Context: an optimization exercise on an open-source flow, tuned for small area, a short achievable clock period and few clock cycles. The choices shown serve that exercise and are no tape-out recipe. RTL that was checked went through simulation tests only; none was proved equivalent to the original. Power figures rest on the tool's default switching activity, not on a simulated workload.

==> flow/design.v (excerpt) <==
module lsu_top (
  input  logic                        clk,
  input  logic                        rst_n,
  input  logic                        start,
  input  logic [1:0]                  mode,
  input  logic [31:0]                 len,
  input  logic [31:0]                 block_factor,
  input  logic [31:0]                 addr_offset,
  output logic                        done,
  input  logic [BEAT_W-1:0]           in_data,
  input  logic                        in_valid,
  output logic                        in_ready,
  output logic [BEAT_W-1:0]           out_data,
  output logic                        out_valid,
  input  logic                        out_ready,
  output logic [NUM_BANKS*12-1:0]     bank_addr,
  output logic [NUM_BANKS*WORD_W-1:0] bank_d,
  output logic [NUM_BANKS-1:0]        bank_ce,
  output logic [NUM_BANKS-1:0]        bank_we,
  input  logic [NUM_BANKS*WORD_W-1:0] bank_q
);
==> module lsu_top, before the edit <==
module lsu_top (
  input  logic                        clk,
  input  logic                        rst_n,
  input  logic                        start,
  input  logic [1:0]                  mode,
  input  logic [31:0]                 len,
  input  logic [31:0]                 block_factor,
  input  logic [31:0]                 addr_offset,
  output logic                        done,
  input  logic [BEAT_W-1:0]           in_data,
  input  logic                        in_valid,
  output logic                        in_ready,
  output logic [BEAT_W-1:0]           out_data,
  output logic                        out_valid,
  input  logic                        out_ready,
  output logic [NUM_BANKS*12-1:0]     bank_addr,
  output logic [NUM_BANKS*WORD_W-1:0] bank_d,
  output logic [NUM_BANKS-1:0]        bank_ce,
  output logic [NUM_BANKS-1:0]        bank_we,
  input  logic [NUM_BANKS*WORD_W-1:0] bank_q
);
  logic        st_run;
  logic        ld_run;
  logic        is_store;
  logic        done_q;
  logic [11:0] nb_q;       
  logic [11:0] rem;        
  logic [11:0] addr_inc;
  logic [1:0]  bank;
  logic [11:0] addr;
  logic [7:0]  kh;         
  logic [11:0] beats;      
  logic        act;        
  logic        lastb;      
  logic        blk_end;    
  logic        bf_is1;
  logic        use_nb;     
  logic [11:0] sn_rem;
  logic        sn_blk_end;
  logic        sn_use_nb;
  logic [1:0]  sn_bank;
  logic [11:0] sn_addr;
  logic [3:0]  ce_q;
  logic [11:0] addr_q;
  logic [63:0] d_q;
  logic        rv1, rv2, rv3;
  logic        lw1, lw2, lw3;
  logic [3:0]  oh2, oh3;
  logic        hold;
  logic        sq_q;       
  logic        rdy_q;
  logic [BEAT_W-1:0] obuf;
  logic [2:0]  wk;
  logic [7:0]  wen;        
  logic        full;
  logic        o_last;
  logic        last_word;
  logic        st_step;
  logic        squash;
  logic        ld_issue;
  logic        step;
  logic        accept;
  logic [63:0] rd_word;
  logic [63:0] st_word;
  assign last_word = lastb && kh[7];
  assign st_step  = st_run && in_valid && act;
  assign squash   = rv3 && full && !out_ready;
  assign ld_issue = ld_run && act && !hold && !sq_q;
  assign step     = st_step || ld_issue;
  assign accept   = rv3 && (!full || out_ready);
  assign in_ready  = rdy_q;
  assign done      = done_q;
  assign out_valid = full;
  assign out_data  = obuf;
  assign bank_ce   = ce_q;
  assign bank_we   = {NUM_BANKS{is_store}};
  assign bank_addr = {NUM_BANKS{addr_q}};
  assign bank_d    = {NUM_BANKS{d_q}};
  always_ff @(posedge clk) begin
    if (!rst_n) begin
      st_run <= 1'b0;
      ld_run <= 1'b0;
      done_q <= 1'b0;
    end else begin
      done_q <= (st_step && last_word) || (ld_run && full && out_ready && o_last);
      if (start) begin
        st_run <= (mode == 2'd1);
        ld_run <= (mode == 2'd2);
      end else begin
        if (st_step && last_word) st_run <= 1'b0;
        if (full && out_ready && o_last) ld_run <= 1'b0;
      end
    end
  end
  always_ff @(posedge clk) begin
    if (start) is_store <= (mode == 2'd1);
  end
  assign addr_inc = use_nb ? nb_q : 12'd1;
  always_ff @(posedge clk) begin
    if (start) begin
      nb_q  <= 12'd1 - block_factor[11:0];
      rem   <= 12'd1 - block_factor[11:0];
      bf_is1  <= (block_factor[11:0] == 12'd1);
      blk_end <= (block_factor[11:0] == 12'd1);
      use_nb  <= (block_factor[11:0] == 12'd1);
      act   <= 1'b1;
      lastb <= (len[14:3] == 12'd1);
      bank  <= 2'd0;
      addr  <= addr_offset[11:0];
      kh    <= 8'd1;
      beats <= len[14:3];
    end else if (sq_q) begin
      rem   <= sn_rem;
      blk_end <= sn_blk_end;
      use_nb  <= sn_use_nb;
      bank  <= sn_bank;
      addr  <= sn_addr;
      kh    <= 8'd1;
    end else if (step) begin
      kh <= {kh[6:0], kh[7]};
      if (kh[7]) begin
        beats <= beats - 12'd1;
        lastb <= (beats == 12'd2);
        act   <= !lastb;
      end
      addr <= addr + addr_inc;
      if (blk_end) begin
        rem  <= nb_q;
        blk_end <= bf_is1;
        use_nb  <= bf_is1 && (bank != 2'd2);
        bank <= bank + 2'd1;
      end else begin
        rem  <= rem + 12'd1;
        blk_end <= (rem == 12'hfff);
        use_nb  <= (rem == 12'hfff) && (bank != 2'd3);
      end
    end
  end
  always_ff @(posedge clk) begin
    if (ld_issue && kh[0]) begin
      sn_rem  <= rem;
      sn_blk_end <= blk_end;
      sn_use_nb  <= use_nb;
      sn_bank <= bank;
      sn_addr <= addr;
    end
  end
  always_ff @(posedge clk) begin
    if (!rst_n) begin
      ce_q <= 4'd0;
    end else begin
      ce_q <= step ? (4'd1 << bank) : 4'd0;
    end
  end
  always_ff @(posedge clk) begin
    addr_q <= addr;
  end
  always_comb begin
    st_word = '0;
    for (int s = 0; s < WORDS_PER_BEAT; s++) begin
      st_word = st_word | (in_data[64*s +: 64] & {64{kh[s]}});
    end
  end
  always_ff @(posedge clk) begin
    d_q <= st_word;
  end
  always_ff @(posedge clk) begin
    if (!rst_n) begin
      rv1  <= 1'b0;
      rv2  <= 1'b0;
      rv3  <= 1'b0;
      hold <= 1'b0;
      sq_q <= 1'b0;
    end else begin
      sq_q <= squash;
      rv1  <= ld_issue && !squash;
      rv2  <= rv1 && !squash;
      rv3  <= rv2 && !squash;
      hold <= squash || (hold && !(full && out_ready));
    end
  end
  always_ff @(posedge clk) begin
    if (!rst_n || start) begin
      rdy_q <= 1'b0;
    end else if (st_step) begin
      rdy_q <= kh[6];
    end
  end
  always_ff @(posedge clk) begin
    lw1 <= last_word;
    lw2 <= lw1;
    lw3 <= lw2;
    oh2 <= ce_q;
    oh3 <= oh2;
  end
  always_comb begin
    rd_word = '0;
    for (int b = 0; b < NUM_BANKS; b++) begin
      rd_word = rd_word | (bank_q[64*b +: 64] & {64{oh3[b]}});
    end
  end
  always_ff @(posedge clk) begin
    if (!rst_n) begin
      full <= 1'b0;
    end else begin
      if (accept && wk == 3'd7) begin
        full <= 1'b1;
      end else if (full && out_ready) begin
        full <= 1'b0;
      end
    end
  end
  always_ff @(posedge clk) begin
    if (!rst_n) begin
      wen <= 8'd0;
    end else begin
      wen <= (rv2 && !squash) ? (8'd1 << (accept ? wk + 3'd1 : wk)) : 8'd0;
    end
  end
  always_ff @(posedge clk) begin
    if (start) begin
      wk <= 3'd0;
    end else if (accept) begin
      wk <= wk + 3'd1;
    end
    if (accept && wk == 3'd7) o_last <= lw3;
  end
  always_ff @(posedge clk) begin
    if (wen[0] && (!full || out_ready)) obuf[63:0] <= rd_word;
    for (int s = 1; s < WORDS_PER_BEAT; s++) begin
      if (wen[s]) obuf[64*s +: 64] <= rd_word;
    end
  end
endmodule
==> flow/config.mk <==
export PLATFORM = sky130hd
export DESIGN_NAME = lsu_top
export DESIGN_NICKNAME = lsu_top
export VERILOG_FILES = /design/flow/design.v
export SDC_FILE = /design/flow/constraint.sdc
export NUM_CORES = 4
export LEC_CHECK = 0
export CAP_MARGIN = 20
export CORE_AREA = 5 5 615 615
export DIE_AREA = 0 0 620 620
export SETUP_SLACK_MARGIN = 3.0
export SLEW_MARGIN = 20
==> flow/constraint.sdc <==
create_clock -name core_clock -period 5.5 [get_ports {clk}]
set_input_delay 1.1000 -clock core_clock [delete_from_list [all_inputs] [get_ports {clk}]]
set_output_delay 1.1000 -clock core_clock [all_outputs]
set_load 0.01 [all_outputs]
standard.sh (not shown) runs the stock make flow with config.mk's settings and CLKGATE_MAP_FILE= SYNTH_SCRIPT=/design/flow/synth_recipe.tcl, a recipe that flattens the netlist after the stock synthesis.
==> flow/flow/run.sh <==
#!/bin/bash
# Standard ORFS layout; the port buffers use the smallest buffer cell.
set -euo pipefail
export BUFFER_PORTS_ARGS="-buffer_cell sky130_fd_sc_hd__buf_1"
bash standard.sh > standard_flow.log 2>&1
Testbench counts at the start, summed over its fixed seeds: cycles 26,420.
Change:
--- a/flow/design.v
+++ b/flow/design.v
@@ -37,25 +37,24 @@
   logic        st_run;
   logic        ld_run;
   logic        is_store;
   logic        done_q;
-  logic [11:0] nb_q;       
+  logic [11:0] bf_q;       
   logic [11:0] rem;        
-  logic [11:0] addr_inc;
   logic [1:0]  bank;
   logic [11:0] addr;
+  logic [11:0] row;        
   logic [7:0]  kh;         
   logic [11:0] beats;      
   logic        act;        
   logic        lastb;      
   logic        blk_end;    
   logic        bf_is1;
-  logic        use_nb;     
   logic [11:0] sn_rem;
   logic        sn_blk_end;
-  logic        sn_use_nb;
   logic [1:0]  sn_bank;
   logic [11:0] sn_addr;
+  logic [11:0] sn_row;
   logic [3:0]  ce_q;
   logic [11:0] addr_q;
   logic [63:0] d_q;
   logic        rv1, rv2, rv3;
@@ -65,9 +64,8 @@
   logic        sq_q;       
   logic        rdy_q;
   logic [BEAT_W-1:0] obuf;
   logic [2:0]  wk;
-  logic [7:0]  wen;        
   logic        full;
   logic        o_last;
   logic        last_word;
   logic        st_step;
@@ -109,56 +107,59 @@
   end
   always_ff @(posedge clk) begin
     if (start) is_store <= (mode == 2'd1);
   end
-  assign addr_inc = use_nb ? nb_q : 12'd1;
   always_ff @(posedge clk) begin
     if (start) begin
-      nb_q  <= 12'd1 - block_factor[11:0];
-      rem   <= 12'd1 - block_factor[11:0];
+      bf_q  <= block_factor[11:0];
+      rem   <= block_factor[11:0];
       bf_is1  <= (block_factor[11:0] == 12'd1);
       blk_end <= (block_factor[11:0] == 12'd1);
-      use_nb  <= (block_factor[11:0] == 12'd1);
       act   <= 1'b1;
       lastb <= (len[14:3] == 12'd1);
       bank  <= 2'd0;
       addr  <= addr_offset[11:0];
+      row   <= addr_offset[11:0];
       kh    <= 8'd1;
       beats <= len[14:3];
     end else if (sq_q) begin
       rem   <= sn_rem;
       blk_end <= sn_blk_end;
-      use_nb  <= sn_use_nb;
       bank  <= sn_bank;
       addr  <= sn_addr;
+      row   <= sn_row;
       kh    <= 8'd1;
     end else if (step) begin
       kh <= {kh[6:0], kh[7]};
       if (kh[7]) begin
         beats <= beats - 12'd1;
         lastb <= (beats == 12'd2);
         act   <= !lastb;
       end
-      addr <= addr + addr_inc;
       if (blk_end) begin
-        rem  <= nb_q;
+        rem  <= bf_q;
         blk_end <= bf_is1;
-        use_nb  <= bf_is1 && (bank != 2'd2);
         bank <= bank + 2'd1;
+        if (bank == 2'd3) begin
+          addr <= addr + 12'd1;
+          row  <= addr + 12'd1;
+        end else begin
+          addr <= row;
+        end
       end else begin
-        rem  <= rem + 12'd1;
-        blk_end <= (rem == 12'hfff);
-        use_nb  <= (rem == 12'hfff) && (bank != 2'd3);
+        rem  <= rem - 12'd1;
+        blk_end <= (rem == 12'd2);
+        addr <= addr + 12'd1;
       end
     end
   end
   always_ff @(posedge clk) begin
     if (ld_issue && kh[0]) begin
       sn_rem  <= rem;
       sn_blk_end <= blk_end;
-      sn_use_nb  <= use_nb;
       sn_bank <= bank;
       sn_addr <= addr;
+      sn_row  <= row;
     end
   end
   always_ff @(posedge clk) begin
     if (!rst_n) begin
@@ -225,25 +226,17 @@
       end
     end
   end
   always_ff @(posedge clk) begin
-    if (!rst_n) begin
-      wen <= 8'd0;
-    end else begin
-      wen <= (rv2 && !squash) ? (8'd1 << (accept ? wk + 3'd1 : wk)) : 8'd0;
-    end
-  end
-  always_ff @(posedge clk) begin
     if (start) begin
       wk <= 3'd0;
     end else if (accept) begin
       wk <= wk + 3'd1;
     end
     if (accept && wk == 3'd7) o_last <= lw3;
   end
   always_ff @(posedge clk) begin
-    if (wen[0] && (!full || out_ready)) obuf[63:0] <= rd_word;
-    for (int s = 1; s < WORDS_PER_BEAT; s++) begin
-      if (wen[s]) obuf[64*s +: 64] <= rd_word;
+    for (int s = 0; s < WORDS_PER_BEAT; s++) begin
+      if (accept && wk == 3'(s)) obuf[64*s +: 64] <= rd_word;
     end
   end
 endmodule
Result: The new run finished clean. Worst setup slack gets worse by 22 ps. Die area stays the same. Routed wire length rises by 9.7%. Synthesized area rises by 1.7%. Via count rises by 3.5%. Cell area rises by 1.1%. Total power falls by 1.2%. Register-to-register slack gets worse by 90 ps. Flip-flop and latch count rises by 14. Clock power falls by about 3%. Global-route usage rises by 1.2 points.
Only the layout flow was run in the second run of this note; the RTL was not checked for function there.

-- afterwards: timing with drivers on the ports --
The results above use ideal ports. As a check the final layouts listed here were re-extracted and re-timed, cells and wires unchanged. Step 1: set_driving_cell puts a clkbuf_16 on clk and a buf_2 on each other input, an assumption about the parent block. Step 2 also shifts input and output timing later by t, the mid clock arrival at the registers, as if the neighbouring blocks saw the same clock. Slacks: ideal / step 1 / step 2; pairs: ideal / step 1.
| run | shift t [ns] | setup WS [ns] | worst setup path at the end |
|---|---|---|---|
| the first run | 0.844 | 2.944 / 2.866 / 2.266 | input to register |
| the second run | 0.857 | 2.922 / 2.844 / 2.255 | input to register |
After both steps setup and hold are still met in every run listed. For the first run, which loses most, drivers alone change the setup slack by -0.078 ns; drivers and shift together by -0.678 ns.
